Context: an optimization exercise on an open-source flow, tuned for small area. The choices shown serve that exercise and are no tape-out recipe.
Function was checked by simulation only, so behaviour that the tests miss may differ from the original.
No activity file was given, so power comes from the tool's default toggle rates. No driver is modelled on the clock port, so clocking that relies on it looks cheaper here than on a real chip.

[design/flow/flow/run.sh]
#!/bin/bash
# The standard layout (standard.sh, unchanged synthesis), with two changes:
# - each port gets a buf_1, the smallest buffer, instead of the cell that
#   buffer_ports picks by itself;
# - clock tree synthesis uses only clkbuf_16 and inserts no dummy loads.
# The output of the whole run goes to flow_standard.log in this folder (ORFS
# also keeps each step's own log under orfs/logs/).
set -euo pipefail
export BUFFER_PORTS_ARGS="-buffer_cell sky130_fd_sc_hd__buf_1"
export CTS_ARGS="-sink_clustering_enable -repair_clock_nets -dont_use_dummy_load -buf_list sky130_fd_sc_hd__clkbuf_16 -sink_clustering_size 36 -sink_clustering_max_diameter 70"
bash standard.sh > flow_standard.log 2>&1
[design/flow/standard.sh]
#!/bin/bash
# synth_recipe.tcl (not shown) runs the flow's synth.tcl, then flattens the netlist and writes it again
# the make line also repeats each setting of config.mk as NAME=value (left out here)
make -C /OpenROAD-flow-scripts/flow DESIGN_CONFIG=/design/flow/config.mk WORK_HOME=/design/flow/orfs CLKGATE_MAP_FILE= SYNTH_SCRIPT=/design/flow/synth_recipe.tcl "${@:-finish}"
[design/flow/config.mk]
export PLATFORM = sky130hd
export DESIGN_NAME = sorted_table_with_prime_marks_unit
export DESIGN_NICKNAME = sorted_table_with_prime_marks_unit
export VERILOG_FILES = /design/flow/design.v
export SDC_FILE = /design/flow/constraint.sdc
export NUM_CORES = 4
export LEC_CHECK = 0
export ABC_AREA = 1
export CAP_MARGIN = 20
export CORE_MARGIN = 2
export CORE_UTILIZATION = 60
export PLACE_DENSITY = 0.7
export SLEW_MARGIN = 20
[design/flow/constraint.sdc]
create_clock -name core_clock -period 14.0 [get_ports {clk}]
set_input_delay 2.8000 -clock core_clock [delete_from_list [all_inputs] [get_ports {clk}]]
set_output_delay 2.8000 -clock core_clock [all_outputs]
set_load 0.01 [all_outputs]
[design/flow/design.v]
`default_nettype none
package stpm_pkg;
    localparam int Capacity = 64;
    localparam int IdxW     = $clog2(Capacity);
    localparam int CntW     = 7;
    typedef enum logic [2:0] {
        OP_INSERT     = 3'd0,
        OP_REMOVE     = 3'd1,
        OP_READ_ASC   = 3'd2,
        OP_READ_SIDE  = 3'd3,
        OP_READ_PRIME = 3'd4
    } op_t;
    typedef enum logic [1:0] {
        ST_OK        = 2'd0,
        ST_NOT_FOUND = 2'd1,
        ST_FULL      = 2'd2,
        ST_RANGE     = 2'd3
    } status_t;
    typedef enum logic [3:0] {
        S_IDLE,
        S_PRIME,
        S_SHIFT_UP,
        S_SEARCH,
        S_SHIFT_DN,
        S_PSCAN,
        S_READ,
        S_DONE
    } state_t;
    typedef struct packed {
        logic [2:0]  operation;
        logic [31:0] value;
        logic [5:0]  position;
    } in_word_t;
    typedef struct packed {
        logic [31:0] result_value;
        logic [6:0]  entry_count;
        logic [6:0]  prime_count;
        logic        value_is_prime;
        logic [1:0]  status;
    } out_word_t;
endpackage
`default_nettype wire
`default_nettype none
module sorted_table_with_prime_marks_unit (
    input  wire logic        clk,
    input  wire logic        rst_n,
    input  wire logic        in_valid,
    output wire logic        in_ready,
    input  wire logic [2:0]  in_operation,
    input  wire logic [31:0] in_value,
    input  wire logic [5:0]  in_position,
    output wire logic        out_valid,
    input  wire logic        out_ready,
    output wire logic [31:0] out_result_value,
    output wire logic [6:0]  out_entry_count,
    output wire logic [6:0]  out_prime_count,
    output wire logic        out_value_is_prime,
    output wire logic [1:0]  out_status
);
    localparam int Data = 1855;      
    localparam int Ring = Data + 3;  
    localparam int RecW = 28;
    localparam logic [10:0] PhLast     = 11'd1826;
    localparam logic [10:0] PhDataLast = 11'd1508;
    localparam logic [10:0] PhMainEnd  = 11'd68;
    localparam logic [10:0] PhArm      = 11'd545;
    localparam logic [3:0] S_CLEAR = 4'd0;
    localparam logic [3:0] S_IDLE  = 4'd1;
    localparam logic [3:0] S_PRIME = 4'd2;
    localparam logic [3:0] S_WAIT  = 4'd3;
    localparam logic [3:0] S_PASS  = 4'd4;
    localparam logic [3:0] S_FIN   = 4'd5;
    localparam logic [3:0] S_CAPT  = 4'd6;
    localparam logic [3:0] S_DONE  = 4'd7;
    localparam logic [3:0] S_RESP  = 4'd8;
    localparam logic [1:0] C_LT = 2'd0;
    localparam logic [1:0] C_EQ = 2'd1;
    localparam logic [1:0] C_GT = 2'd2;
    localparam logic [1:0] M_NORM  = 2'd0;
    localparam logic [1:0] M_EMIT  = 2'd1;
    localparam logic [1:0] M_DELAY = 2'd2;
    localparam logic [1:0] M_LOOK  = 2'd3;
    logic [Ring-1:0] ring;
    logic            y;
    logic            m;      
    logic            a;      
    logic [RecW-1:0] t;
    logic            t_en;
    logic            t_in;
    logic [3:0]  state_reg, state_next;
    logic [10:0] ph_reg;
    logic [6:0]  fill_reg, fill_next;
    logic [6:0]  pcnt_reg, pcnt_next;
    logic [5:0]  hz_reg, hz_next;
    logic [6:0]  cnt_reg, cnt_next;
    logic        inrec_reg, inrec_next;
    logic [4:0]  bc_reg, bc_next;
    logic [1:0]  cmp_reg, cmp_next;
    logic        rdok_reg, rdok_next;
    logic [1:0]  mode_reg, mode_next;
    logic [1:0]  st_reg, st_next;
    logic        ip_reg, ip_next;
    logic        tz_reg;
    logic        arm_reg;
    logic [1:0]  ym;
    logic [15:0] d_reg, d_next;
    logic        is_ins, is_rem, is_asc, is_side, is_prm;
    logic [10:0] ph_step;
    logic        ph_last;
    logic        dt_last;
    logic        mn_end;
    logic        vbit;
    logic        veq;
    logic [6:0]  target;
    logic        hit;
    logic        cnt_dn;
    logic [6:0]  cnt_stp;
    logic        beyond;
    logic        pass_init;
    logic        token;
    logic        ins_now;
    logic        r_load;
    logic [15:0] r_reg;
    logic [15:0] r_next;
    logic [16:0] r2;
    logic [17:0] sub;
    logic        qb;
    logic        db;
    logic [15:0] rr;
    logic [1:0]  cmp_stp;
    logic        cmp_a, cmp_b;
    assign is_ins  = (in_operation == 3'd0);
    assign is_rem  = (in_operation == 3'd1);
    assign is_asc  = (in_operation == 3'd2);
    assign is_side = (in_operation == 3'd3);
    assign is_prm  = (in_operation == 3'd4);
    assign m       = ring[Ring-1];
    assign a       = ring[Ring-1-RecW];
    assign ph_step = {ph_reg[9:0], ph_reg[10] ^ ph_reg[8]};
    assign ph_last = (ph_reg == PhLast);
    assign dt_last = (ph_reg == PhDataLast);
    assign mn_end  = (ph_reg == PhMainEnd);
    assign vbit    = in_value[bc_reg];
    assign veq     = (hz_reg == in_value[31:26]);
    assign target  = is_side ? {2'b0, in_position[5:1]} : {1'b0, in_position};
    assign cnt_dn  = is_side && in_position[0];
    assign cnt_stp = cnt_reg + (cnt_dn ? 7'h7f : 7'h01);
    assign hit     = (cnt_stp == target);
    assign beyond  = ({1'b0, in_position} >= fill_reg);
    assign r_reg = t[15:0];
    assign r2    = {r_reg, vbit};
    assign sub   = {1'b0, r2} - {2'b0, d_reg};
    assign qb    = ~sub[17];
    assign rr    = qb ? sub[15:0] : r2[15:0];
    assign db    = ~bc_reg[4] & d_reg[bc_reg[3:0]];
    assign r_next = (state_reg == S_PRIME && bc_reg != 5'd0) ? rr : '0;
    assign cmp_a = (state_reg == S_PRIME) ? qb : a;
    assign cmp_b = (state_reg == S_PRIME) ? db : vbit;
    always_comb
    begin
        cmp_stp = cmp_reg;
        if (cmp_reg == C_EQ && cmp_a != cmp_b)
            cmp_stp = cmp_a ? C_GT : C_LT;
    end
    assign token   = (state_reg == S_PASS) && is_ins && !inrec_reg && veq;
    assign ins_now = (state_reg == S_PASS || state_reg == S_FIN) && is_ins
                     && arm_reg && (mode_reg == M_NORM) && t[RecW-1]
                     && (!m || cmp_reg == C_GT);
    always_comb
    begin
        case (mode_reg)
            M_EMIT:  y = (bc_reg == 5'd31) ? ip_reg : vbit;
            M_DELAY: y = t[RecW-1];
            M_LOOK:  y = a & ~tz_reg;
            default: y = ins_now | m;
        endcase
        y = y & (state_reg != S_CLEAR);
    end
    assign t_in   = (mode_reg == M_NORM && state_reg == S_PASS && is_ins) ? token : m;
    assign t_en   = !rdok_reg || (state_reg != S_DONE && state_reg != S_RESP);
    assign r_load = (state_reg == S_PRIME)
                    || (state_reg == S_IDLE && state_next == S_PRIME);
    always_ff @(posedge clk)
    begin
        ring <= {ring[Ring-2:0], y};
        if (t_en)
        begin
            if (r_load)
                t <= {t[RecW-2:RecW-13], r_next};
            else
                t <= {t[RecW-2:0], t_in};
        end
    end
    always_ff @(posedge clk or negedge rst_n)
    begin
        if (!rst_n)
        begin
            state_reg <= S_CLEAR;
            ph_reg    <= 11'd1;
            fill_reg  <= '0;
            pcnt_reg  <= '0;
        end
        else
        begin
            state_reg <= state_next;
            ph_reg    <= ph_last ? 11'd1 : ph_step;
            fill_reg  <= fill_next;
            pcnt_reg  <= pcnt_next;
        end
    end
    always_ff @(posedge clk)
    begin
        hz_reg    <= hz_next;
        cnt_reg   <= cnt_next;
        inrec_reg <= inrec_next;
        bc_reg    <= bc_next;
        cmp_reg   <= cmp_next;
        rdok_reg  <= rdok_next;
        mode_reg  <= mode_next;
        st_reg    <= st_next;
        ip_reg    <= ip_next;
        d_reg     <= d_next;
        tz_reg    <= dt_last | (tz_reg & ~mn_end);
        arm_reg   <= (ph_reg == PhArm) | (arm_reg & ~pass_init);
    end
    assign in_ready           = (state_reg == S_DONE);
    assign out_valid          = (state_reg == S_RESP);
    assign out_result_value   = {hz_reg, t[RecW-2:1] & {26{rdok_reg}}};
    assign out_entry_count    = fill_reg;
    assign out_prime_count    = pcnt_reg;
    assign out_value_is_prime = (t[0] & rdok_reg) | ip_reg;
    assign out_status         = st_reg;
    always_comb
    begin
        state_next = state_reg;
        fill_next  = fill_reg;
        pcnt_next  = pcnt_reg;
        hz_next    = hz_reg;
        cnt_next   = cnt_reg;
        inrec_next = inrec_reg;
        bc_next    = bc_reg - 5'd1;
        cmp_next   = cmp_reg;
        rdok_next  = rdok_reg;
        mode_next  = mode_reg;
        st_next    = st_reg;
        ip_next    = ip_reg;
        d_next     = d_reg;
        pass_init  = 1'b0;
        case (mode_reg)
            M_EMIT:
            begin
                if (bc_reg == 5'd31)
                    mode_next = M_DELAY;
            end
            default: ;
        endcase
        if (ins_now)
        begin
            mode_next = M_EMIT;
            bc_next   = 5'd25;
        end
        if (mn_end)
            mode_next = M_NORM;
        case (state_reg)
            S_CLEAR:
            begin
                mode_next = M_NORM;
                if (ph_last)
                    state_next = S_IDLE;
            end
            S_IDLE:
            begin
                if (in_valid)
                begin
                    st_next    = 2'd0;
                    ip_next    = 1'b0;
                    rdok_next  = 1'b0;
                    hz_next    = '0;
                    cnt_next   = cnt_dn ? fill_reg : 7'h7f;
                    state_next = S_WAIT;
                    bc_next    = 5'd31;
                    d_next     = 16'd2;
                    cmp_next   = C_EQ;
                    if (is_ins)
                    begin
                        if (fill_reg[6])
                        begin
                            st_next    = 2'd2;
                            state_next = S_DONE;
                        end
                        else if (mode_reg != M_NORM)
                        begin
                            state_next = S_IDLE;
                        end
                        else if (~in_value[31] && (|in_value[30:1]))
                        begin
                            ip_next    = 1'b1;
                            state_next = S_PRIME;
                        end
                    end
                    else if (is_asc || is_side)
                    begin
                        if (beyond)
                        begin
                            st_next    = 2'd3;
                            state_next = S_DONE;
                        end
                    end
                    else if (!is_rem && !is_prm)
                    begin
                        state_next = S_DONE;
                    end
                    if (state_next == S_WAIT && ph_last)
                    begin
                        state_next = S_PASS;
                        pass_init  = 1'b1;
                    end
                end
            end
            S_PRIME:
            begin
                cmp_next = (bc_reg != 5'd0) ? cmp_stp : C_EQ;
                if (bc_reg == 5'd0)
                begin
                    if (cmp_stp == C_LT)
                    begin
                        state_next = S_WAIT;
                    end
                    else if (rr == '0)
                    begin
                        ip_next    = 1'b0;
                        state_next = S_WAIT;
                    end
                    else
                    begin
                        d_next = {d_reg[15:1] + 15'(d_reg[0]), 1'b1};
                    end
                end
            end
            S_WAIT:
            begin
                if (ph_last)
                begin
                    state_next = S_PASS;
                    pass_init  = 1'b1;
                end
            end
            S_PASS:
            begin
                if (is_ins && mode_reg != M_NORM)
                begin
                end
                else if (!inrec_reg)
                begin
                    if (a)
                    begin
                        inrec_next = 1'b1;
                        bc_next    = 5'd25;
                        if ($signed(hz_reg) < $signed(in_value[31:26]))
                            cmp_next = C_LT;
                        else if (veq)
                            cmp_next = C_EQ;
                        else
                            cmp_next = C_GT;
                    end
                    else
                    begin
                        hz_next = hz_reg + 6'd1;
                    end
                end
                else if (bc_reg != 5'd31)
                begin
                    cmp_next = cmp_stp;
                end
                else
                begin
                    inrec_next = 1'b0;
                    if (is_rem)
                    begin
                        if (cmp_reg == C_EQ && mode_reg == M_NORM)
                        begin
                            mode_next = M_LOOK;
                            fill_next = fill_reg - 7'd1;
                            pcnt_next = pcnt_reg - 7'(a);
                        end
                    end
                    else if (!is_ins && (!is_prm || a))
                    begin
                        cnt_next = cnt_stp;
                        if (hit)
                        begin
                            state_next = S_CAPT;
                            rdok_next  = 1'b1;
                            bc_next    = 5'd27;
                        end
                    end
                end
                if (ins_now)
                    bc_next = 5'd25;
                if (dt_last && state_next == S_PASS)
                begin
                    if (is_ins)
                    begin
                        state_next = S_FIN;
                    end
                    else
                    begin
                        state_next = S_DONE;
                        if (is_rem)
                            st_next = (mode_next == M_LOOK) ? 2'd0 : 2'd1;
                        else
                            st_next = 2'd3;
                    end
                end
            end
            S_FIN:
            begin
                if (mode_reg == M_DELAY || mn_end)
                begin
                    state_next = S_DONE;
                    fill_next  = fill_reg + 7'd1;
                    pcnt_next  = pcnt_reg + 7'(ip_reg);
                end
            end
            S_CAPT:
            begin
                if (bc_reg == 5'd0)
                    state_next = S_DONE;
            end
            S_DONE:
            begin
                if (!rdok_reg)
                    hz_next = '0;
                if (in_valid)
                    state_next = S_RESP;
            end
            S_RESP:
            begin
                if (out_ready)
                    state_next = S_IDLE;
            end
            default:
            begin
                state_next = S_IDLE;
            end
        endcase
        if (pass_init)
        begin
            hz_next    = 6'b100000;
            inrec_next = 1'b0;
        end
    end
endmodule
`default_nettype wire
==> results of run 1 <==
[cell usage in the layout (no fill, tap or decap), types with 16 or more instances in the layout]
cell type     n
a21oi_1      56
buf_1        94
clkbuf_16    67
dfrtp_1      28
dfxtp_1    1873
edfxtp_1     57
ha_1         45
inv_1       197
nand2_1     347
nand3_1     100
nand4_1      18
nor2_1       97
nor3_1       17
o21ai_0      56
xor2_1       16
[path summary, 6_finish.rpt]
| kind | endpoint | slack, ns | cells past startpoint |
|---|---|---|---|
| setup / recovery | t[3] | 8.20 | 26 |
| hold / removal | ring[806] | 0.26 | 0 |
| setup reg to reg | t[15] | 9.18 | 25 |
| hold reg to reg | ring[806] | 0.26 | 0 |
| max in group asynchronous | fill_reg[6] | 11.24 | 1 |
| min in group asynchronous | pcnt_reg[4] | 2.22 | 1 |
[cells by family after synthesis]
kind of cell	count (synthesis)	synth area share
simple gates	646	0.0632
buf+inv	229	0.0195
xor+xnor	24	0.00462
compound gates	157	0.0201
flops	1960	0.879
fa+ha+maj	48	0.0137
[area by class of cell]
type | instances | share of cell area
antenna | 1 | 0.0000515
inverter | 199 | 0.0154
clock buffer | 67 | 0.0345
multi-input combinational | 875 | 0.0951
tap | 969 | 0.0249
sequential | 1960 | 0.822
timing repair buffer | 102 | 0.00844
[critical path, stage by stage]
cell and delay, ns:
buf_1 0.07, inv_1 0.21, nand2_1 0.08, nand3_1 0.12
a21oi_1 0.08, nor2_1 0.11, nand2_1 0.07, nand2_1 0.25
ha_1 0.20, inv_1 0.07, nand3_1 0.11, nand3_1 0.11
nand2_1 0.37, nand2_4 0.22, inv_1 0.21, nand2_1 0.08
nand2_1 0.09, nor2_1 0.04, nand2_1 0.06, nor2_1 0.06
nand2_1 0.09, nand3_1 0.07, nand2_1 0.13, nand3_4 0.23
nand3_1 0.14, nand2_1 0.06
[layer usage]
layer / share of wire / GRT usage
met5: 0 / 0
met4: 0.020 / 0.0487
met3: 0.044 / 0.0289
met2: 0.39 / 0.228
met1: 0.55 / 0.263
[cell usage after synthesis (12+ instances only)]
library cell,instances
a21oi_1,56
clkbuf_1,18
dfrtp_1,28
dfxtp_1,1874
edfxtp_1,57
ha_1,45
inv_1,197
nand2_1,347
nand2_2,14
nand3_1,100
nand3_2,12
nand4_1,18
nor2_1,97
nor3_1,17
nor4_1,12
o211ai_1,14
o21ai_0,57
xor2_1,16
[power breakdown]
part           switching [W]  internal [W]
combinational       0.000869      0.000404
sequential          0.000142       0.00576
clock                0.00145      0.000874
[through the flow]
step / std cells / total power, W
2_1_floorplan: 3064 / 0.00687
3_3_place_gp: 4105 / 0.00727
3_5_place_dp: 4105 / 0.00728
4_1_cts: 4172 / 0.00956
5_1_grt: 4172 / 0.00994
6_report: 4173 / 0.00950
==> run notes, run 1 <==
outcome timing/DRC/antenna clean; final setup violation count 0; fill count 5269; Fin Setup TNS 0 ns; Placed Area approximately 0.047 sq mm; Startpoint Class input port; largest net degree at the start of global routing 37; sequential fraction of the synthesis area 0.879; H-tree levels 3; crit path capture type flop; min-delay src ring[805]; hold buffers post-CTS 0; Final period util 0.414; Setup Buffers After CTS 0; hold crit path type reg -> reg; EDFF count, synth 57; Critical R2R Launch bc_reg[1]; top cell type's share of synthesized area 0.825; Cell Pwr Density ~200 mW/mm^2; Num CTS Buffers 67; RSZ-0062 raised after global routing no; Post-Syn Instances just over 3000; leakage 20.2 nW; Clock Path Buffers 3; post-DR wirelength/cell about 15 um; Setup Skew 0.0663 ns; core area 0.0747 sq mm; Routed Antenna Nets 0; Critical Path Source in_value[31]; Worst IR Drop VDD 0.135 mV; gpl congestion 0.855; final-report hold violation count 0; sequential cell area between 0.03 and 0.04 sq mm; die height 279 um; pre-CTS setup slack 7.54 ns; clk root buf clkbuf_16; Cell Rows 100; top post-synthesis cells by area dfxtp_1, edfxtp_1, nand2_1, inv_1, dfrtp_1; total wire length around 63000 um; TritonCTS clock tree done; CP Max Fanout 18; post-synthesis sequential element count 1960; HPWL Detailed 38200 um; max reg flops 1858; Async SR Flop Fraction 0.0148; clock latency at the later pin of the worst-skew pair approximately 0.65 ns; Via Count ~19000; syn avg cell area 14.8 sq um; area of the multi-input gates 0.00462 sq mm; Die X 279 um; synthesis-to-layout area growth 6.97%; count of different cell masters after synthesis 52; CP Data Arrival Time a little over 6 ns; initial antenna violation count 0; DR vias/cell roughly 4.6; number of max-cap violations 0; share of layout cells above drive strength 1 0.0387; leading area contributor after synthesis dfxtp_1; fin area 0.0486 sq mm; net count reported at finish 3298; boundary pin count 96; final hold slack 0.264 ns; drt first pass iters 5; worst slew pin tran 0.793 ns; first-pass GRT wire length 103000 um; vias in the first global route 19300; FMAX approximately 0.17 GHz; setup slack after layout 8.20 ns; Buffers on Ports 95; CP Class in -> reg; DRT iter0 DRCs about 940; DRC Markers 0; Reg clk slew, reported paths around 0.12 ns; Die ar. 0.0780 sq mm; Initial Util 0.609; clk sinks 1960; CP required 14.36 ns; Slew Limit Fails 0; GRT overflow 0; Synthesis Warnings 1; Tot GR Track Use 0.164; cts repair resizes 0; most frequently used flop master after synthesis dfxtp_1; Max-Slew Margin vs Limit 0.467; post-layout util 0.651; Mapped Area 0.0455 sq mm; post-route minimum period 5.80 ns; Syn Nets roughly 3200
==> run 2, diff against run 1 <==
==> design/flow/run.sh (new file) <==
#!/bin/bash
# synth_recipe.tcl (not shown) runs the flow's synth.tcl, then flattens the netlist and writes it again
# the make line also repeats each setting of config.mk as NAME=value (left out here)
make -C /OpenROAD-flow-scripts/flow DESIGN_CONFIG=/design/flow/config.mk WORK_HOME=/design/flow/orfs CLKGATE_MAP_FILE= SYNTH_SCRIPT=/design/flow/synth_recipe.tcl finish
--- a/design/flow/config.mk
+++ b/design/flow/config.mk
@@ -9,5 +9,8 @@
 export CAP_MARGIN = 20
 export CORE_MARGIN = 2
 export CORE_UTILIZATION = 60
+export CTS_BUF_LIST = sky130_fd_sc_hd__clkbuf_16
+export CTS_CLUSTER_DIAMETER = 70
+export CTS_CLUSTER_SIZE = 36
 export PLACE_DENSITY = 0.7
 export SLEW_MARGIN = 20
removed: design/flow/flow/run.sh
removed: design/flow/standard.sh
==> run 2 against run 1 <==
Still clean on timing, DRC and antenna. Clock power rose by 5%. Combinational power is 4% higher. Sequential power is essentially flat. Flip-flop and latch count unchanged. Clock skew is 0.035 ns lower. Utilization up 1.1 points. Highest routed layer unchanged.
==> run notes, run 2 <==
outcome timing/DRC/antenna clean; count of different cell masters after synthesis 52 (unchanged); hold buffers post-CTS 0 (unchanged); first-pass GRT wire length 105000 um (+2.1%); post-layout util 0.662 (+0.0113); power share of the combinational group 0.136 (+0.002); Fin Setup TNS 0 ns (unchanged); sw frac 0.262 (+0.00226); hold crit path type reg -> reg; die height 279 um (unchanged); most frequent cells in the layout dfxtp_1, nand2_1, inv_1; total wire length 64000 um (+2.1%); Synthesis Warnings 1 (unchanged); DR vias/cell 4.59 (-0.34%); setup slack after layout 7.80 ns (-0.404 ns); H-tree levels 3 (unchanged); initial antenna violation count 0 (unchanged); vias in the first global route 19500 (+1.0%); top post-synthesis cells by area dfxtp_1, edfxtp_1, nand2_1, inv_1, dfrtp_1; max reg flops 1858 (unchanged); Setup Buffers After CTS 0 (unchanged); Clock power frac 0.252 (+0.007); HPWL Detailed 39700 um (+3.8%); number of max-cap violations 0 (unchanged); CP Class in -> reg; pre-CTS setup slack 7.13 ns (-0.416 ns); leading area contributor after synthesis dfxtp_1; cts repair resizes 0 (unchanged); post-synthesis sequential element count 1960 (unchanged); TritonCTS clock tree done; Pint 0.00713 W (+1.3%); Async SR Flop Fraction 0.0148 (unchanged); top cell type's share of synthesized area 0.825 (unchanged); Tot GR Track Use 0.168 (+0.00417); Setup Skew 0.0315 ns (-0.0348 ns); syn avg cell area 14.8 sq um (unchanged); CP most frequent cell nand2_1; Startpoint Class input port; fill count 5179 (-1.7%); Max-Slew Margin vs Limit 0.394 (-0.0726); crit path capture type flop; boundary pin count 96 (unchanged); clock latency at the later pin of the worst-skew pair 0.65 ns (about the same); diode count 0 (-1); DRT iter0 DRCs 1275 (+35%); RSZ-0062 raised after global routing no; Cell Pwr Density 195 mW/mm^2 (about the same); synthesis-to-layout area growth 8.83%; Via Count 19300 (+0.26%); core area 0.0747 sq mm (unchanged); drt first pass iters 8 (+3); sequential fraction of the synthesis area 0.879 (unchanged); post-route minimum period 6.20 ns (+0.404 ns); Routed Antenna Nets 0 (unchanged); clk root buf clkbuf_16; Num CTS Buffers 66 (-1.5%); CP required 14.51 ns (+0.15 ns); FMAX 0.161 GHz (-6.5%); Crit-path slowest cell clkdlybuf4s50_1; Die ar. 0.0780 sq mm (unchanged); commonest non-fill, non-tap cell in the layout dfxtp_1; leakage 20.6 nW (+2.0%); Syn Nets 3157 (unchanged); final-report hold violation count 0 (unchanged); Net Sw Power 0.00253 W (+2.5%); commonest cells in the synthesized netlist dfxtp_1, nand2_1, inv_1, nand3_1, nor2_1; Clock Path Buffers 3 (unchanged); post-DR wirelength/cell 15.2 um (+1.5%); Bufs and invs on worst path 3 (-1); share of layout cells above drive strength 1 0.0427 (+0.00402); Buffers on Ports 95 (unchanged); GRT overflow 0 (unchanged); Die X 279 um (unchanged); Post-Syn Instances 3064 (unchanged); CP Max Fanout 18 (unchanged); slowest cell delay on critical path 0.51 ns (+0.14 ns); Mapped Area 0.0455 sq mm (unchanged); net count reported at finish 3298 (unchanged); Final period util 0.443 (+0.0289); DRC Markers 0 (unchanged); Reg clk slew, reported paths 0.12 ns (about the same); largest net degree at the start of global routing 38 (+2.7%); EDFF count, synth 57 (unchanged); Slew Limit Fails 0 (unchanged); Cell Rows 100 (unchanged); most frequently used flop master after synthesis dfxtp_1; sequential share of power 0.611 (-0.010); cell class contributing the biggest share of worst-path delay simple AND/OR/NAND/NOR gates; cell with the most instances after synthesis dfxtp_1; worst slew pin tran 0.901 ns (+0.108 ns); Initial Util 0.609 (unchanged); final setup violation count 0 (unchanged); CP Data Arrival Time 6.71 ns (+0.55 ns); Worst IR Drop VDD 0.131 mV (-3.0%); gpl congestion 0.812 (-5.1%); clk sinks 1960 (unchanged)
run 2: cell counts after synthesis:
Identical to the previous run, type by type.
run 2: worst paths after layout:
| path | startpoint | endpoint | slack [ns] | depth (start not counted) |
|---|---|---|---|---|
| setup / recovery | in_value[8] | t[1] | 7.80 | 26 |
| min in group asynchronous | rst_n | pcnt_reg[2] | 2.52 | 2 |
| hold reg to reg | ring[1856] | ring[1857] | 0.31 | 0 |
| max in group asynchronous | rst_n | ph_reg[0] | 11.13 | 2 |
| hold / removal | ring[1856] | ring[1857] | 0.31 | 0 |
| setup reg to reg | bc_reg[0] | t[1] | 9.10 | 27 |
run 2: worst reg2reg max path, delay by kind of cell, from the launching register on:
| kind | cells | cell delay [ns] |
|---|---|---|
| DFF | 1 | 0.76 |
| adders and majority gates | 1 | 0.26 |
| buffers and inverters | 3 | 0.82 |
| and+or+nand+nor | 23 | 2.92 |
run 2: cell families (layout without fill, tap and decap cells):
| logic type | Yosys count | after routing | share of synthesized area |
|---|---|---|---|
| buf+inv | 229 | 394 | 0.0195 |
| xor+xnor | 24 | 24 | 0.00462 |
| fa+ha+maj | 48 | 48 | 0.0137 |
| simple gates | 646 | 646 | 0.0632 |
| compound gates | 157 | 157 | 0.0201 |
| flops | 1960 | 1960 | 0.879 |
run 2: per-stage QoR:
step	total power (W)	instance area, sq um	hold slack (ns)	cells
finish	0.00966	49500	0.314	4198
CTS	0.00973	49500	0.318	4197
global placement	0.00732	47500	0.310	4105
floorplan	0.00687	45500	0.310	3064
global route	0.0101	49500	0.320	4198
detailed placement	0.00734	47500	0.312	4105
run 2: cell type report:
| cell class | count | area, sq um | area share |
|---|---|---|---|
| clock buffers | 68 | 1700 | 0.0344 |
| clock inverters | 24 | 215 | 0.00435 |
| inverters | 199 | 747 | 0.0151 |
| multi-input cells | 875 | 4620 | 0.0934 |
| flip-flops and latches | 1960 | 40000 | 0.808 |
| well taps | 969 | 1210 | 0.0245 |
| repair buffers | 103 | 1020 | 0.0206 |
run 2: power groups by stage:
stage	clock network (W)	registers, W	logic, W
floorplan	0	0.00595	0.000917
global placement	0	0.00602	0.00130
detailed placement	0	0.00603	0.00131
CTS	0.00251	0.00590	0.00132
global route	0.00269	0.00592	0.00150
finish	0.00244	0.00590	0.00132
run 2: routing by layer:
layer  vias to the layer above  global-route usage  part of all wire
met5                         -                   0                 0
met4                         0              0.0477             0.021
met3                        81              0.0304             0.045
met2                       357               0.236              0.39
met1                      8990               0.267              0.54
li1                       9843                   -                 -
==> run 3, diff against run 2 <==
--- a/design/flow/design.v
+++ b/design/flow/design.v
@@ -129,6 +129,67 @@
     logic [15:0] rr;
     logic [1:0]  cmp_stp;
     logic        cmp_a, cmp_b;
+    function automatic logic [6:0] step7(input logic [6:0] x, input logic dn,
+                                         input logic en);
+        logic c;
+        c = en;
+        for (int i = 0; i < 7; i++)
+        begin
+            step7[i] = x[i] ^ c;
+            c = c & (x[i] ^ dn);
+        end
+    endfunction
+    function automatic logic [5:0] inc6(input logic [5:0] x);
+        logic c;
+        c = 1'b1;
+        for (int i = 0; i < 6; i++)
+        begin
+            inc6[i] = x[i] ^ c;
+            c = c & x[i];
+        end
+    endfunction
+    function automatic logic [4:0] dec5(input logic [4:0] x);
+        logic c;
+        c = 1'b1;
+        for (int i = 0; i < 5; i++)
+        begin
+            dec5[i] = x[i] ^ c;
+            c = c & ~x[i];
+        end
+    endfunction
+    function automatic logic [14:0] inc15(input logic [14:0] x, input logic en);
+        logic c;
+        c = en;
+        for (int i = 0; i < 15; i++)
+        begin
+            inc15[i] = x[i] ^ c;
+            c = c & x[i];
+        end
+    endfunction
+    function automatic logic [17:0] sub17(input logic [16:0] x, input logic [16:0] y);
+        logic b;
+        b = 1'b0;
+        for (int i = 0; i < 17; i++)
+        begin
+            sub17[i] = x[i] ^ y[i] ^ b;
+            b = (~x[i] & y[i]) | (~(x[i] ^ y[i]) & b);
+        end
+        sub17[17] = b;
+    endfunction
+    function automatic logic lt7(input logic [6:0] x, input logic [6:0] y);
+        logic b;
+        b = 1'b0;
+        for (int i = 0; i < 7; i++)
+            b = (~x[i] & y[i]) | (~(x[i] ^ y[i]) & b);
+        lt7 = b;
+    endfunction
+    function automatic logic lt6(input logic [5:0] x, input logic [5:0] y);
+        logic b;
+        b = 1'b0;
+        for (int i = 0; i < 6; i++)
+            b = (~x[i] & y[i]) | (~(x[i] ^ y[i]) & b);
+        lt6 = b;
+    endfunction
     assign is_ins  = (in_operation == 3'd0);
     assign is_rem  = (in_operation == 3'd1);
     assign is_asc  = (in_operation == 3'd2);
@@ -144,12 +205,12 @@
     assign veq     = (hz_reg == in_value[31:26]);
     assign target  = is_side ? {2'b0, in_position[5:1]} : {1'b0, in_position};
     assign cnt_dn  = is_side && in_position[0];
-    assign cnt_stp = cnt_reg + (cnt_dn ? 7'h7f : 7'h01);
+    assign cnt_stp = step7(cnt_reg, cnt_dn, 1'b1);
     assign hit     = (cnt_stp == target);
-    assign beyond  = ({1'b0, in_position} >= fill_reg);
+    assign beyond  = ~lt7({1'b0, in_position}, fill_reg);
     assign r_reg = t[15:0];
     assign r2    = {r_reg, vbit};
-    assign sub   = {1'b0, r2} - {2'b0, d_reg};
+    assign sub   = sub17(r2, {1'b0, d_reg});
     assign qb    = ~sub[17];
     assign rr    = qb ? sub[15:0] : r2[15:0];
     assign db    = ~bc_reg[4] & d_reg[bc_reg[3:0]];
@@ -238,7 +299,7 @@
         hz_next    = hz_reg;
         cnt_next   = cnt_reg;
         inrec_next = inrec_reg;
-        bc_next    = bc_reg - 5'd1;
+        bc_next    = dec5(bc_reg);
         cmp_next   = cmp_reg;
         rdok_next  = rdok_reg;
         mode_next  = mode_reg;
@@ -333,7 +394,7 @@
                     end
                     else
                     begin
-                        d_next = {d_reg[15:1] + 15'(d_reg[0]), 1'b1};
+                        d_next = {inc15(d_reg[15:1], d_reg[0]), 1'b1};
                     end
                 end
             end
@@ -356,7 +417,7 @@
                     begin
                         inrec_next = 1'b1;
                         bc_next    = 5'd25;
-                        if ($signed(hz_reg) < $signed(in_value[31:26]))
+                        if (lt6({~hz_reg[5], hz_reg[4:0]}, {~in_value[31], in_value[30:26]}))
                             cmp_next = C_LT;
                         else if (veq)
                             cmp_next = C_EQ;
@@ -365,7 +426,7 @@
                     end
                     else
                     begin
-                        hz_next = hz_reg + 6'd1;
+                        hz_next = inc6(hz_reg);
                     end
                 end
                 else if (bc_reg != 5'd31)
@@ -380,8 +441,8 @@
                         if (cmp_reg == C_EQ && mode_reg == M_NORM)
                         begin
                             mode_next = M_LOOK;
-                            fill_next = fill_reg - 7'd1;
-                            pcnt_next = pcnt_reg - 7'(a);
+                            fill_next = step7(fill_reg, 1'b1, 1'b1);
+                            pcnt_next = step7(pcnt_reg, 1'b1, a);
                         end
                     end
                     else if (!is_ins && (!is_prm || a))
@@ -418,8 +479,8 @@
                 if (mode_reg == M_DELAY || mn_end)
                 begin
                     state_next = S_DONE;
-                    fill_next  = fill_reg + 7'd1;
-                    pcnt_next  = pcnt_reg + 7'(ip_reg);
+                    fill_next  = step7(fill_reg, 1'b0, 1'b1);
+                    pcnt_next  = step7(pcnt_reg, 1'b0, ip_reg);
                 end
             end
             S_CAPT:
==> design/flow/flow/run.sh (new file) <==
#!/bin/bash
# The standard layout (standard.sh, unchanged synthesis), with two changes:
# - each port gets a buf_1, the smallest buffer, instead of the cell that
#   buffer_ports picks by itself;
# - clock tree synthesis uses only clkbuf_16 and inserts no dummy loads.
# The output of the whole run goes to flow_standard.log in this folder (ORFS
# also keeps each step's own log under orfs/logs/).
set -euo pipefail
export BUFFER_PORTS_ARGS="-buffer_cell sky130_fd_sc_hd__buf_1"
export CTS_ARGS="-sink_clustering_enable -repair_clock_nets -dont_use_dummy_load -buf_list sky130_fd_sc_hd__clkbuf_16 -sink_clustering_size 36 -sink_clustering_max_diameter 70"
bash standard.sh > flow_standard.log 2>&1
==> design/flow/standard.sh (new file) <==
#!/bin/bash
# synth_recipe.tcl (not shown) runs the flow's synth.tcl, then flattens the netlist and writes it again
# the make line also repeats each setting of config.mk as NAME=value (left out here)
make -C /OpenROAD-flow-scripts/flow DESIGN_CONFIG=/design/flow/config.mk WORK_HOME=/design/flow/orfs CLKGATE_MAP_FILE= SYNTH_SCRIPT=/design/flow/synth_recipe.tcl "${@:-finish}"
==> design/flow/config.mk (replaced) <==
export PLATFORM = sky130hd
export DESIGN_NAME = sorted_table_with_prime_marks_unit
export DESIGN_NICKNAME = sorted_table_with_prime_marks_unit
export VERILOG_FILES = /design/flow/design.v
export SDC_FILE = /design/flow/constraint.sdc
export NUM_CORES = 4
export LEC_CHECK = 0
export CAP_MARGIN = 20
export CORE_MARGIN = 2
export CORE_UTILIZATION = 60
export PLACE_DENSITY = 0.7
export SLEW_MARGIN = 20
removed: design/flow/run.sh
==> run 3 against run 2 <==
Clock power shrank 4%. Setup slack got worse by 5.4 ns. Die area is 2.9% lower. Fmax decreased by 47%. Combinational power shrank 53%. Critical path type unchanged. Synthesized area shrank 2.9%. Clock-buffer cell count stayed put. Power shrank 8.2%. Synthesized cell count fell by 16%. Still clean on timing, DRC and antenna. Utilization is 1.3 points lower. Clock skew increased by 0.066 ns. Via count shrank 13%.
==> run notes, run 3 <==
clk root buf clkbuf_16; Critical R2R Launch bc_reg[1]; Num CTS Buffers 68 (+3.0%); Reg clk slew, reported paths 0.12 ns (about the same); slowest cell delay on critical path 0.68 ns (+0.17 ns); Initial Util 0.606 (-0.00269); max reg flops 1858 (unchanged); TritonCTS clock tree done; Syn Nets 2678 (-15%); CP most frequent cell fa_1; Cell Pwr Density 188 mW/mm^2 (-3.9%); boundary pin count 96 (unchanged); min-delay src ring[95]; cell with the most instances after synthesis dfxtp_1; post-route minimum period 11.65 ns (+5.45 ns); most frequent cells in the layout dfxtp_1, buf_1, clkbuf_16; Die ar. 0.0757 sq mm (-2.9%); core area 0.0728 sq mm (-2.5%); leakage 18.7 nW (-9.5%); post-DR wirelength/cell 15.4 um (+0.99%); Die X 275 um (-1.5%); r2r setup slk 3.64 ns (-5.46 ns); hold crit path type reg -> reg; CP Max Fanout 16 (-2); syn avg cell area 17.1 sq um (+15%); RSZ-0062 raised after global routing no; initial antenna violation count 2 (+2); Post-Syn Instances 2584 (-16%); drt first pass iters 5 (-3); Synthesis Warnings 1 (unchanged); Min-Delay Path Depth 0 (unchanged); Tot GR Track Use 0.151 (-0.0169); first-pass GRT wire length 91300 um (-13%); Async SR Flop Fraction 0.0148 (unchanged); Worst IR Drop VDD 0.184 mV (+41%); Fin Setup TNS 0 ns (unchanged); Slew Limit Fails 0 (unchanged); vias in the first global route 16900 (-13%); top cell type's share of synthesized area 0.850 (+0.0248); largest net degree at the start of global routing 37 (-2.6%); EDFF count, synth 57 (unchanged); worst slew pin tran 0.945 ns (+0.0440 ns); FMAX 0.0858 GHz (-47%); final-report hold violation count 0 (unchanged); GRT overflow 0 (unchanged); clock latency at the later pin of the worst-skew pair 0.63 ns (-0.02 ns); CP Data Arrival Time 11.90 ns (+5.19 ns); die height 275 um (-1.5%); Hold Path Sink ring[96]; final setup violation count 0 (unchanged); total wire length 56500 um (-12%); Max-Slew Margin vs Limit 0.369 (-0.0246); cts repair resizes 0 (unchanged); Buffers on Ports 95 (unchanged); sequential fraction of the synthesis area 0.905 (+0.0265); fill count 5021 (-3.1%); post-layout util 0.649 (-0.0133); Clock Path Buffers 3 (unchanged); gpl congestion 0.829 (+2.1%); top post-synthesis cells by area dfxtp_1, edfxtp_1, dfrtp_1, ha_1, fa_1; Final period util 0.832 (+0.389); post-synthesis sequential element count 1960 (unchanged); Via Count 16700 (-13%); clk sinks 1960 (unchanged); DR vias/cell 4.55 (-0.83%); Crit-path slowest cell nor3_1; Mapped Area 0.0441 sq mm (-2.9%); leading area contributor after synthesis dfxtp_1; H-tree levels 3 (unchanged); Setup Skew 0.0975 ns (+0.0659 ns); net count reported at finish 2810 (-15%); commonest non-fill, non-tap cell in the layout dfxtp_1; most frequently used flop master after synthesis dfxtp_1; CP Class in -> reg; CP required 14.25 ns (-0.26 ns); FF-to-FF path depth 29 (+7.4%); commonest cells in the synthesized netlist dfxtp_1, nand2_1, edfxtp_1, nor2_1, o21ai_0; Setup Buffers After CTS 0 (unchanged); DRC Markers 0 (unchanged); hold buffers post-CTS 0 (unchanged); Cell Rows 99 (-1.0%); Startpoint Class input port; synthesis-to-layout area growth 7.12%; count of different cell masters after synthesis 71 (+37%); Routed Antenna Nets 0 (unchanged); HPWL Detailed 33200 um (-16%); DRT iter0 DRCs 845 (-34%); number of max-cap violations 0 (unchanged); outcome timing/DRC/antenna clean; crit path capture type flop; share of layout cells above drive strength 1 0.0361 (-0.00663); reg2reg end d_reg[4]
run 3: cell count changes after synthesis, moves of 14 or more:
cell	delta
nand2_2	-14
nand3_1	-85
nor2_1	-47
inv_1	-154
a21oi_1	-21
and2_1	+43
xnor2_1	+15
nand2_1	-281
run 3: worst max-delay path by stage:
stage / startpoint / end / slack (ns)
after floorplan: in_value[6] / d_reg[0] / 2.10
after global placement: in_value[6] / d_reg[11] / 1.84
after detailed placement: in_value[12] / d_reg[8] / 1.81
after CTS: in_value[12] / d_reg[4] / 2.40
after global routing: in_value[6] / d_reg[15] / 1.96
final: in_value[12] / d_reg[4] / 2.35
run 3: where the power goes:
group | switching [W] | internal [W] | leakage, nW | total [W]
Clock | 0.00146 | 0.000886 | 0.838 | 0.00234
Sequential | 0.000154 | 0.00575 | 16.1 | 0.00590
Combinational | 0.000368 | 0.000255 | 1.78 | 0.000623
run 3: layer usage:
| layer | part of all wire | up-vias | global-route usage | routed length, um |
|---|---|---|---|---|
| met5 | 0 | - | 0 | 0 |
| met4 | 0.022 | 0 | 0.0447 | 1220 |
| met3 | 0.037 | 85 | 0.0262 | 2100 |
| met2 | 0.39 | 218 | 0.214 | 22300 |
| met1 | 0.55 | 7928 | 0.239 | 30900 |
| li1 | - | 8494 | - | - |
run 3: through the flow:
step	hold slack, ns	std cells	total power (W)	worst slack [ns]	instance area, sq um
3_3_place_gp	0.310	3605	0.00664	1.84	45600
6_report	0.223	3674	0.00887	2.35	47300
5_1_grt	0.224	3673	0.00921	1.96	47300
2_1_floorplan	0.310	2584	0.00641	2.10	44100
3_5_place_dp	0.312	3605	0.00665	1.81	45600
4_1_cts	0.229	3673	0.00894	2.40	47300
run 3: worst max-delay path, delay by kind of cell:
kind                     cells  cell delay [ns]
AO/OA/AOI/OAI                3             0.38
adder cells (fa/ha/maj)     16             6.09
buffers and inverters        3             0.48
multiplexers                 1             0.25
AND/OR/NAND/NOR              7             1.87
run 3: final cells by class:
type | instances | area, sq um | area share
sequential | 1960 | 40000 | 0.845
multi-input combinational | 541 | 3850 | 0.0815
clock buffer | 68 | 1700 | 0.0360
tap | 959 | 1200 | 0.0254
timing repair buffer | 99 | 387 | 0.00818
inverter | 46 | 173 | 0.00365
antenna | 1 | 2.50 | 0.0000529
run 3: kinds of logic (layout without fill, tap and decap cells):
kind of cell / count (synthesis) / after routing / share of synthesized area
mux: 22 / 22 / 0.00737
compound gates: 146 / 146 / 0.0211
fa+ha+maj: 49 / 49 / 0.0164
buf+inv: 83 / 213 / 0.00740
simple gates: 296 / 296 / 0.0365
flops: 1960 / 1960 / 0.905
other cells: 0 / 1 / 0
xor+xnor: 28 / 28 / 0.00587
==> run 4, diff against run 3 <==
--- a/design/flow/design.v
+++ b/design/flow/design.v
@@ -237,7 +237,8 @@
         endcase
         y = y & (state_reg != S_CLEAR);
     end
-    assign t_in   = (mode_reg == M_NORM && state_reg == S_PASS && is_ins) ? token : m;
+    assign t_in   = (mode_reg != M_EMIT && mode_reg != M_DELAY
+                     && state_reg == S_PASS && is_ins) ? token : m;
     assign t_en   = !rdok_reg || (state_reg != S_DONE && state_reg != S_RESP);
     assign r_load = (state_reg == S_PRIME)
                     || (state_reg == S_IDLE && state_next == S_PRIME);
@@ -349,7 +350,7 @@
                             st_next    = 2'd2;
                             state_next = S_DONE;
                         end
-                        else if (mode_reg != M_NORM)
+                        else if (mode_reg == M_EMIT || mode_reg == M_DELAY)
                         begin
                             state_next = S_IDLE;
                         end
@@ -408,7 +409,7 @@
             end
             S_PASS:
             begin
-                if (is_ins && mode_reg != M_NORM)
+                if (is_ins && (mode_reg == M_EMIT || mode_reg == M_DELAY))
                 begin
                 end
                 else if (!inrec_reg)
@@ -438,11 +439,17 @@
                     inrec_next = 1'b0;
                     if (is_rem)
                     begin
-                        if (cmp_reg == C_EQ && mode_reg == M_NORM)
+                        if (cmp_reg == C_EQ)
                         begin
-                            mode_next = M_LOOK;
-                            fill_next = step7(fill_reg, 1'b1, 1'b1);
-                            pcnt_next = step7(pcnt_reg, 1'b1, a);
+                            mode_next  = M_LOOK;
+                            fill_next  = step7(fill_reg, 1'b1, 1'b1);
+                            pcnt_next  = step7(pcnt_reg, 1'b1, a);
+                            state_next = S_DONE;
+                        end
+                        else if (cmp_reg == C_GT)
+                        begin
+                            state_next = S_DONE;
+                            st_next    = 2'd1;
                         end
                     end
                     else if (!is_ins && (!is_prm || a))
@@ -458,6 +465,12 @@
                 end
                 if (ins_now)
                     bc_next = 5'd25;
+                if (is_ins && mode_reg == M_DELAY)
+                begin
+                    state_next = S_DONE;
+                    fill_next  = step7(fill_reg, 1'b0, 1'b1);
+                    pcnt_next  = step7(pcnt_reg, 1'b0, ip_reg);
+                end
                 if (dt_last && state_next == S_PASS)
                 begin
                     if (is_ins)
@@ -467,10 +480,7 @@
                     else
                     begin
                         state_next = S_DONE;
-                        if (is_rem)
-                            st_next = (mode_next == M_LOOK) ? 2'd0 : 2'd1;
-                        else
-                            st_next = 2'd3;
+                        st_next    = is_rem ? 2'd1 : 2'd3;
                     end
                 end
             end
==> run 4 against run 3 <==
Highest routed layer unchanged. Largest cell class unchanged. Largest power group unchanged. Cell area grew 1.1%. Hold slack gained 0.030 ns. Register-to-register slack gained 0.62 ns. Still clean on timing, DRC and antenna. Flip-flop and latch count is the same. Die area grew 1.1%. Non-clock buffer count grew 2. Synthesized cell count grew 2.0%. Sequential share of layout area shrank 0.89 points. Via count grew 3.0%. Clock power is essentially flat. Routed wire length shrank 2.9%.
==> run notes, run 4 <==
count of different cell masters after synthesis 72 (+1.4%); number of max-cap violations 0 (unchanged); cts repair resizes 0 (unchanged); CP Data Arrival Time 11.27 ns (-0.63 ns); Die ar. 0.0765 sq mm (+1.1%); Buffers on Ports 95 (unchanged); boundary pin count 96 (unchanged); net count reported at finish 2885 (+2.7%); hold crit path type reg -> reg; clk root buf clkbuf_16; max reg flops 1858 (unchanged); initial antenna violation count 0 (-2); final setup violation count 0 (unchanged); area of the multi-input gates 0.00428 sq mm (+11%); DRT iter0 DRCs 918 (+8.6%); clock latency at the later pin of the worst-skew pair 0.64 ns (about the same); Tot GR Track Use 0.145 (-0.00627); top cell type's share of synthesized area 0.841 (-0.00899); Clock power frac 0.267 (+0.003); core area 0.0733 sq mm (+0.68%); power share of the combinational group 0.066 (-0.004); hold buffers post-CTS 0 (unchanged); Fin Setup TNS 0 ns (unchanged); Min-Delay Path Depth 0 (unchanged); Final period util 0.791 (-0.0407); drt first pass iters 5 (unchanged); gpl congestion 0.831 (+0.30%); Clock Path Buffers 3 (unchanged); Initial Util 0.608 (+0.00234); Pint 0.00688 W (-0.10%); EDFF count, synth 57 (unchanged); most frequently used flop master after synthesis dfxtp_1; Setup Buffers After CTS 0 (unchanged); H-tree levels 3 (unchanged); Synthesis Warnings 1 (unchanged); post-DR wirelength/cell 14.8 um (-4.1%); Max-Slew Margin vs Limit 0.283 (-0.0860); top post-synthesis cells by area dfxtp_1, edfxtp_1, ha_1, dfrtp_1, mux4_2; Syn Nets 2757 (+2.9%); reg2reg end d_reg[9]; Startpoint Class input port; most frequent cells in the layout dfxtp_1, buf_1, clkbuf_16; commonest cells in the synthesized netlist dfxtp_1, ha_1, nand2_1, nor2_1, edfxtp_1; Setup Skew 0.0889 ns (-0.00863 ns); Num CTS Buffers 69 (+1.5%); min-delay src ring[1331]; final-report hold violation count 0 (unchanged); diode count 0 (-1); Mapped Area 0.0446 sq mm (+1.1%); Routed Antenna Nets 0 (unchanged); Via Count 17200 (+3.0%); Async SR Flop Fraction 0.0148 (unchanged); DRC Markers 0 (unchanged); first-pass GRT wire length 91600 um (+0.30%); fill count 5088 (+1.3%); leading area contributor after synthesis dfxtp_1; RSZ-0062 raised after global routing no; CP required 14.19 ns (-0.06 ns); commonest non-fill, non-tap cell in the layout dfxtp_1; synthesis-to-layout area growth 7.11% (about the same); FMAX 0.0903 GHz (+5.1%); final hold slack 0.253 ns (+0.0299 ns); Slew Limit Fails 0 (unchanged); die height 277 um (+0.53%); r2r setup slk 4.26 ns (+0.62 ns); post-synthesis sequential element count 1960 (unchanged); Reg clk slew, reported paths 0.12 ns (about the same); largest net degree at the start of global routing 37 (unchanged); Cell Pwr Density 184 mW/mm^2 (-1.7%); vias in the first global route 17500 (+3.3%); Cell Rows 99 (unchanged); FF-to-FF path depth 25 (-14%); HPWL Detailed 31200 um (-5.9%); total wire length 54900 um (-2.9%); sequential fraction of the synthesis area 0.896 (-0.00957); clk sinks 1960 (unchanged); share of layout cells above drive strength 1 0.0384 (+0.00227); leakage 18.9 nW (+1.2%); pre-CTS setup slack 2.03 ns (+0.219 ns); sequential cell area 0.0400 sq mm (unchanged); GRT overflow 0 (unchanged); setup slack after layout 2.92 ns (+0.570 ns); sw frac 0.219 (-0.00453); TritonCTS clock tree done; DR vias/cell 4.63 (+1.7%); syn avg cell area 16.9 sq um (-0.92%); worst slew pin tran 1.05 ns (+0.103 ns); post-route minimum period 11.08 ns (-0.570 ns); Critical R2R Launch bc_reg[0]; Hold Path Sink ring[1332]; cell with the most instances after synthesis dfxtp_1; Net Sw Power 0.00192 W (-2.7%); sequential share of power 0.667 (about the same); Worst IR Drop VDD 0.121 mV (-34%); crit path capture type flop; CP Max Fanout 16 (unchanged); Die X 277 um (+0.53%); Post-Syn Instances 2636 (+2.0%); CP Class in -> reg; outcome timing/DRC/antenna clean
## run 4: cell count changes after synthesis, sizes merged, moves of 12 or more
cell,delta
ha,+27
a21oi,+19
xnor2,-15
inv,+12
## run 4: power groups by stage
| stage | registers, W | logic [W] | clock network [W] |
|---|---|---|---|
| after CTS | 0.00588 | 0.000578 | 0.00243 |
| after floorplan | 0.00593 | 0.000449 | 0 |
| after global routing | 0.00589 | 0.000649 | 0.00261 |
| after global placement | 0.00599 | 0.000557 | 0 |
| final | 0.00587 | 0.000579 | 0.00235 |
| after detailed placement | 0.00600 | 0.000575 | 0 |
## run 4: cells by family (layout without fill, tap and decap cells)
family | after synthesis | count (layout) | share of synthesized area
XOR/XNOR | 15 | 15 | 0.00325
multiplexers | 24 | 24 | 0.00987
adder cells (fa/ha/maj) | 76 | 76 | 0.0238
buffers and inverters | 100 | 226 | 0.00870
flip-flops | 1960 | 1960 | 0.896
AND/OR/NAND/NOR | 289 | 289 | 0.0346
AO/OA/AOI/OAI | 172 | 172 | 0.0240
## run 4: worst max path at each step
stage | from | to | depth (start not counted)
2_1_floorplan | in_value[5] | d_reg[0] | 25
3_3_place_gp | in_value[31] | d_reg[10] | 26
3_5_place_dp | in_value[30] | d_reg[9] | 26
4_1_cts | in_value[30] | d_reg[9] | 26
5_1_grt | in_value[26] | d_reg[9] | 26
6_report | in_value[30] | d_reg[9] | 26
## run 4: routing by layer
metal	vias to the layer above	GRT usage	share of wire
li1	8683	-	-
met1	8141	0.222	0.52
met2	290	0.209	0.41
met3	107	0.0251	0.037
met4	0	0.0525	0.030
met5	-	0	0
## run 4: final cells by class
type	count	area share
sequential	1960	0.836
tap	959	0.0251
inverter	56	0.00440
multi-input combinational	576	0.0896
timing repair buffer	101	0.00841
clock buffer	69	0.0361
## run 4: metrics by stage
stage	total power [W]	cell area, sq um	util	std cells
6_report	0.00881	47800	0.651	3721
3_3_place_gp	0.00655	46000	0.628	3652
5_1_grt	0.00915	47800	0.651	3721
4_1_cts	0.00889	47800	0.651	3721
3_5_place_dp	0.00657	46000	0.628	3652
2_1_floorplan	0.00637	44600	-	2636
## run 4: critical path, cell delays in order
cell,delay (ns)
buf_1,0.16
mux4_2,0.27
mux4_2,0.26
mux2i_4,0.10
ha_1,0.21
fa_1,0.38
fa_1,0.39
fa_1,0.39
fa_1,0.39
fa_1,0.39
fa_1,0.39
fa_1,0.40
fa_1,0.41
fa_1,0.39
fa_1,0.40
fa_1,0.39
fa_1,0.39
fa_1,0.40
fa_1,0.40
fa_1,0.37
nor2b_1,0.23
nand4b_1,0.16
a31oi_1,0.13
nor3_1,0.20
a21oi_1,0.11
a211oi_4,0.75
==> run 5, diff against run 4 <==
--- a/design/flow/design.v
+++ b/design/flow/design.v
@@ -117,6 +117,13 @@
     logic [6:0]  cnt_stp;
     logic        beyond;
     logic        pass_init;
+    logic        cnt_upd;
+    logic        hz_inc;
+    logic        cnt_inc;
+    logic        d_adv;
+    logic        hz_clr;
+    logic        cnt_load;
+    logic        d_load;
     logic        token;
     logic        ins_now;
     logic        r_load;
@@ -139,9 +146,9 @@
             c = c & (x[i] ^ dn);
         end
     endfunction
-    function automatic logic [5:0] inc6(input logic [5:0] x);
+    function automatic logic [5:0] inc6(input logic [5:0] x, input logic en);
         logic c;
-        c = 1'b1;
+        c = en;
         for (int i = 0; i < 6; i++)
         begin
             inc6[i] = x[i] ^ c;
@@ -297,8 +304,12 @@
         state_next = state_reg;
         fill_next  = fill_reg;
         pcnt_next  = pcnt_reg;
-        hz_next    = hz_reg;
-        cnt_next   = cnt_reg;
+        hz_inc     = 1'b0;
+        hz_clr     = 1'b0;
+        cnt_inc    = 1'b0;
+        cnt_load   = 1'b0;
+        d_adv      = 1'b0;
+        d_load     = 1'b0;
         inrec_next = inrec_reg;
         bc_next    = dec5(bc_reg);
         cmp_next   = cmp_reg;
@@ -306,8 +317,8 @@
         mode_next  = mode_reg;
         st_next    = st_reg;
         ip_next    = ip_reg;
-        d_next     = d_reg;
         pass_init  = 1'b0;
+        cnt_upd    = 1'b0;
         case (mode_reg)
             M_EMIT:
             begin
@@ -337,11 +348,11 @@
                     st_next    = 2'd0;
                     ip_next    = 1'b0;
                     rdok_next  = 1'b0;
-                    hz_next    = '0;
-                    cnt_next   = cnt_dn ? fill_reg : 7'h7f;
+                    hz_clr     = 1'b1;
+                    cnt_load   = 1'b1;
                     state_next = S_WAIT;
                     bc_next    = 5'd31;
-                    d_next     = 16'd2;
+                    d_load     = 1'b1;
                     cmp_next   = C_EQ;
                     if (is_ins)
                     begin
@@ -395,7 +406,7 @@
                     end
                     else
                     begin
-                        d_next = {inc15(d_reg[15:1], d_reg[0]), 1'b1};
+                        d_adv = 1'b1;
                     end
                 end
             end
@@ -427,7 +438,7 @@
                     end
                     else
                     begin
-                        hz_next = inc6(hz_reg);
+                        hz_inc = 1'b1;
                     end
                 end
                 else if (bc_reg != 5'd31)
@@ -442,8 +453,7 @@
                         if (cmp_reg == C_EQ)
                         begin
                             mode_next  = M_LOOK;
-                            fill_next  = step7(fill_reg, 1'b1, 1'b1);
-                            pcnt_next  = step7(pcnt_reg, 1'b1, a);
+                            cnt_upd    = 1'b1;
                             state_next = S_DONE;
                         end
                         else if (cmp_reg == C_GT)
@@ -454,7 +464,7 @@
                     end
                     else if (!is_ins && (!is_prm || a))
                     begin
-                        cnt_next = cnt_stp;
+                        cnt_inc = 1'b1;
                         if (hit)
                         begin
                             state_next = S_CAPT;
@@ -468,8 +478,7 @@
                 if (is_ins && mode_reg == M_DELAY)
                 begin
                     state_next = S_DONE;
-                    fill_next  = step7(fill_reg, 1'b0, 1'b1);
-                    pcnt_next  = step7(pcnt_reg, 1'b0, ip_reg);
+                    cnt_upd    = 1'b1;
                 end
                 if (dt_last && state_next == S_PASS)
                 begin
@@ -489,8 +498,7 @@
                 if (mode_reg == M_DELAY || mn_end)
                 begin
                     state_next = S_DONE;
-                    fill_next  = step7(fill_reg, 1'b0, 1'b1);
-                    pcnt_next  = step7(pcnt_reg, 1'b0, ip_reg);
+                    cnt_upd    = 1'b1;
                 end
             end
             S_CAPT:
@@ -501,7 +509,7 @@
             S_DONE:
             begin
                 if (!rdok_reg)
-                    hz_next = '0;
+                    hz_clr = 1'b1;
                 if (in_valid)
                     state_next = S_RESP;
             end
@@ -515,11 +523,20 @@
                 state_next = S_IDLE;
             end
         endcase
+        fill_next = step7(fill_reg, is_rem, cnt_upd);
+        pcnt_next = step7(pcnt_reg, is_rem, cnt_upd & (is_rem ? a : ip_reg));
+        if (pass_init)
+            hz_next = 6'b100000;
+        else if (hz_clr)
+            hz_next = '0;
+        else
+            hz_next = inc6(hz_reg, hz_inc);
+        cnt_next = cnt_load ? (cnt_dn ? fill_reg : 7'h7f)
+                            : (cnt_inc ? cnt_stp : cnt_reg);
+        d_next   = d_load ? 16'd2
+                          : {inc15(d_reg[15:1], d_reg[0] & d_adv), d_reg[0] | d_adv};
         if (pass_init)
-        begin
-            hz_next    = 6'b100000;
             inrec_next = 1'b0;
-        end
     end
 endmodule
 `default_nettype wire
==> run 5 against run 4 <==
Global-route usage grew 0.24 points. Still clean on timing, DRC and antenna. Clock power hardly changed. Register-to-register slack worse by 2.0 ns. Largest power group unchanged. Utilization fell by 0.27 points. Via count is 3.1% lower. Power shrank 0.99%. Synthesized cell count fell by 2.2%. Routed wire length fell by 0.17%. Clock-buffer cell count fell by 2. Final cell count fell by 1.4%. First-iteration DRC count fell by 22%. Synthesized area shrank 1.1%.
==> run notes, run 5 <==
clk sinks 1960 (unchanged); share of layout cells above drive strength 1 0.0406 (+0.00223); Fin Setup TNS 0 ns (unchanged); Tot GR Track Use 0.148 (+0.00240); initial antenna violation count 2 (+2); H-tree levels 3 (unchanged); Die ar. 0.0757 sq mm (-1.1%); boundary pin count 96 (unchanged); post-route minimum period 13.10 ns (+2.02 ns); Max-Slew Margin vs Limit 0.376 (+0.0932); final setup violation count 0 (unchanged); outcome timing/DRC/antenna clean; clk root buf clkbuf_16; Final period util 0.936 (+0.144); reg2reg end d_reg[15]; GRT overflow 0 (unchanged); HPWL Detailed 32000 um (+2.4%); sequential fraction of the synthesis area 0.902 (+0.00653); number of max-cap violations 0 (unchanged); max reg flops 1858 (unchanged); Critical Path Source in_value[30]; die height 275 um (-0.55%); Bufs and invs on worst path 1 (unchanged); count of different cell masters after synthesis 75 (+4.2%); total wire length 54800 um (-0.17%); Syn Nets 2678 (-2.9%); Cell Pwr Density 185 mW/mm^2 (+0.11%); RSZ-0062 raised after global routing no; fill count 5015 (-1.4%); sequential cell area 0.0398 sq mm (-0.40%); EDFF count, synth 41 (-28%); Synthesis Warnings 1 (unchanged); gpl congestion 0.852 (+2.5%); vias in the first global route 17000 (-3.0%); Setup Skew 0.0839 ns (-0.00498 ns); hold buffers post-CTS 0 (unchanged); Via Count 16700 (-3.1%); core area 0.0728 sq mm (-0.68%); Die X 275 um (-0.55%); DR vias/cell 4.55 (-1.7%); Startpoint Class input port; most frequent cells in the layout dfxtp_1, buf_1, nand2_1; Reg clk slew, reported paths 0.12 ns (about the same); Critical Path Stages 41 (+58%); Crit-path slowest cell fa_1; DRC Markers 0 (unchanged); top post-synthesis cells by area dfxtp_1, edfxtp_1, dfrtp_1, ha_1, mux4_2; Post-Syn Instances 2578 (-2.2%); Buffers on Ports 95 (unchanged); Clock Path Buffers 3 (unchanged); Num CTS Buffers 67 (-2.9%); post-DR wirelength/cell 14.9 um (+1.3%); TritonCTS clock tree done; worst slew pin tran 0.929 ns (-0.119 ns); DRT iter0 DRCs 718 (-22%); top cell type's share of synthesized area 0.858 (+0.0168); syn avg cell area 17.1 sq um (+1.1%); Async SR Flop Fraction 0.0148 (unchanged); post-synthesis sequential element count 1960 (unchanged); Worst IR Drop VDD 0.199 mV (+65%); CP Class in -> reg; Cell Rows 99 (unchanged); CP Max Fanout 3 (-13); CP Data Arrival Time 13.53 ns (+2.26 ns); largest net degree at the start of global routing 37 (unchanged); Routed Antenna Nets 0 (unchanged); cell with the most instances after synthesis dfxtp_1; diode count 0 (unchanged); leading area contributor after synthesis dfxtp_1; first-pass GRT wire length 90000 um (-1.7%); fin area 0.0473 sq mm (-1.1%); cell class contributing the biggest share of worst-path delay adder cells; commonest non-fill, non-tap cell in the layout dfxtp_1; Min-Delay Path Depth 0 (unchanged); Critical R2R Launch bc_reg[0]; area of the multi-input gates 0.00399 sq mm (-6.9%); Critical Path End d_reg[15]; final hold slack 0.238 ns (-0.0143 ns); most frequently used flop master after synthesis dfxtp_1; drt first pass iters 5 (unchanged); crit path capture type flop; Initial Util 0.606 (-0.00273); final-report hold violation count 0 (unchanged); CP required 14.43 ns (+0.24 ns); hold crit path type reg -> reg; leakage 18.8 nW (-0.39%); Slew Limit Fails 0 (unchanged); FF-to-FF path depth 40 (+60%); slowest cell delay on critical path 0.51 ns (-0.24 ns); synthesis-to-layout area growth 7.14% (about the same); Setup Buffers After CTS 0 (unchanged); Placed Area 0.0456 sq mm (-1.0%); FMAX 0.0763 GHz (-15%); net count reported at finish 2811 (-2.6%); clock latency at the later pin of the worst-skew pair 0.62 ns (-0.02 ns); cts repair resizes 0 (unchanged); Mapped Area 0.0441 sq mm (-1.1%); commonest cells in the synthesized netlist dfxtp_1, nand2_1, and2_1, inv_1, o21ai_0; r2r setup slk 2.23 ns (-2.03 ns)
## run 5: kinds of logic (layout without fill, tap and decap cells)
family	count (synthesis)	in the layout	synth area share
flip-flops	1960	1960	0.902
AND/OR/NAND/NOR	284	284	0.0352
AO/OA/AOI/OAI	132	132	0.0190
buffers and inverters	87	218	0.00780
adder cells (fa/ha/maj)	55	55	0.0182
XOR/XNOR	34	34	0.00706
multiplexers	26	26	0.0106
## run 5: power by group
part	total [W]	internal (W)	switching, W
combinational	0.000512	0.000226	0.000286
sequential	0.00588	0.00574	0.000141
clock	0.00232	0.000873	0.00145
total	0.00872	0.00684	0.00188
## run 5: how the worst min path moves through the flow
stage / startpoint / end / slack, ns
3_5_place_dp: ring[1187] / ring[1188] / 0.31
2_1_floorplan: ring[999] / ring[1000] / 0.31
3_3_place_gp: ring[1832] / ring[1833] / 0.31
4_1_cts: ring[1752] / ring[1753] / 0.24
6_report: ring[1752] / ring[1753] / 0.24
5_1_grt: ring[1752] / ring[1753] / 0.24
## run 5: worst register-to-register path, delay by kind of cell (launching register included)
family / cells / cell delay (ns)
mux: 3 / 0.76
compound gates: 1 / 0.21
simple gates: 5 / 0.88
xor+xnor: 1 / 0.13
flops: 1 / 0.89
fa+ha+maj: 30 / 8.71
## run 5: metrics by stage
stage / cells / setup slack, ns / total power [W] / utilization
after global placement: 3601 / 0.330 / 0.00650 / 0.626
final: 3668 / 0.898 / 0.00872 / 0.649
after floorplan: 2578 / 1.06 / 0.00632 / -
after detailed placement: 3601 / 0.277 / 0.00652 / 0.626
after CTS: 3668 / 0.908 / 0.00879 / 0.649
after global routing: 3668 / 0.452 / 0.00906 / 0.649
## run 5: final cells by class
| class | instances | area share |
|---|---|---|
| Tap cell | 959 | 0.0254 |
| Sequential cell | 1960 | 0.842 |
| Multi-Input combinational cell | 531 | 0.0844 |
| Inverter | 48 | 0.00381 |
| Clock buffer | 67 | 0.0355 |
| Timing Repair Buffer | 103 | 0.00882 |
## run 5: metal layers
layer	track usage	up-vias	share of wire
met5	0	-	0
met4	0.0475	0	0.027
met3	0.0328	109	0.039
met2	0.209	231	0.40
met1	0.226	7894	0.53
li1	-	8445	-

what the ideal ports hide:
No port has a modelled driver above. Below, the same layouts with a new extraction and two added sets of constraints. Step 1 sets driving cells, clkbuf_16 on the clock port and buf_2 on the other inputs (assumed; they add their load-dependent delay and slew). Step 2, shift: input delay + t, output delay - t, t = (earliest + latest rising clock arrival at the registers) / 2. This alone moves slack from input paths to output paths. Slacks: ideal ports / drivers / drivers and shift; pairs: ideal ports / drivers.
run	t (ns)	slack for setup (ns)	worst setup path after step 2	latest minus earliest clock arrival (ns)	slew at the worst register clock pin (ns)
run 1	0.680	8.199 / 8.242 / 7.561	input to register	0.077 / 0.077	0.12 / 0.12
run 2	0.708	7.795 / 7.826 / 7.119	input to register	0.035 / 0.035	0.12 / 0.12
run 3	0.655	2.350 / 2.390 / 1.735	input to register	0.122 / 0.122	0.12 / 0.12
run 4	0.661	2.920 / 2.963 / 2.302	input to register	0.100 / 0.100	0.12 / 0.12
run 5	0.652	0.898 / 0.933 / 0.281	input to register	0.107 / 0.108	0.12 / 0.12
After both steps setup and hold are still met in every run listed. The setup slack of run 2, which loses most, moves by +0.031 ns with the drivers and by -0.676 ns with both steps.
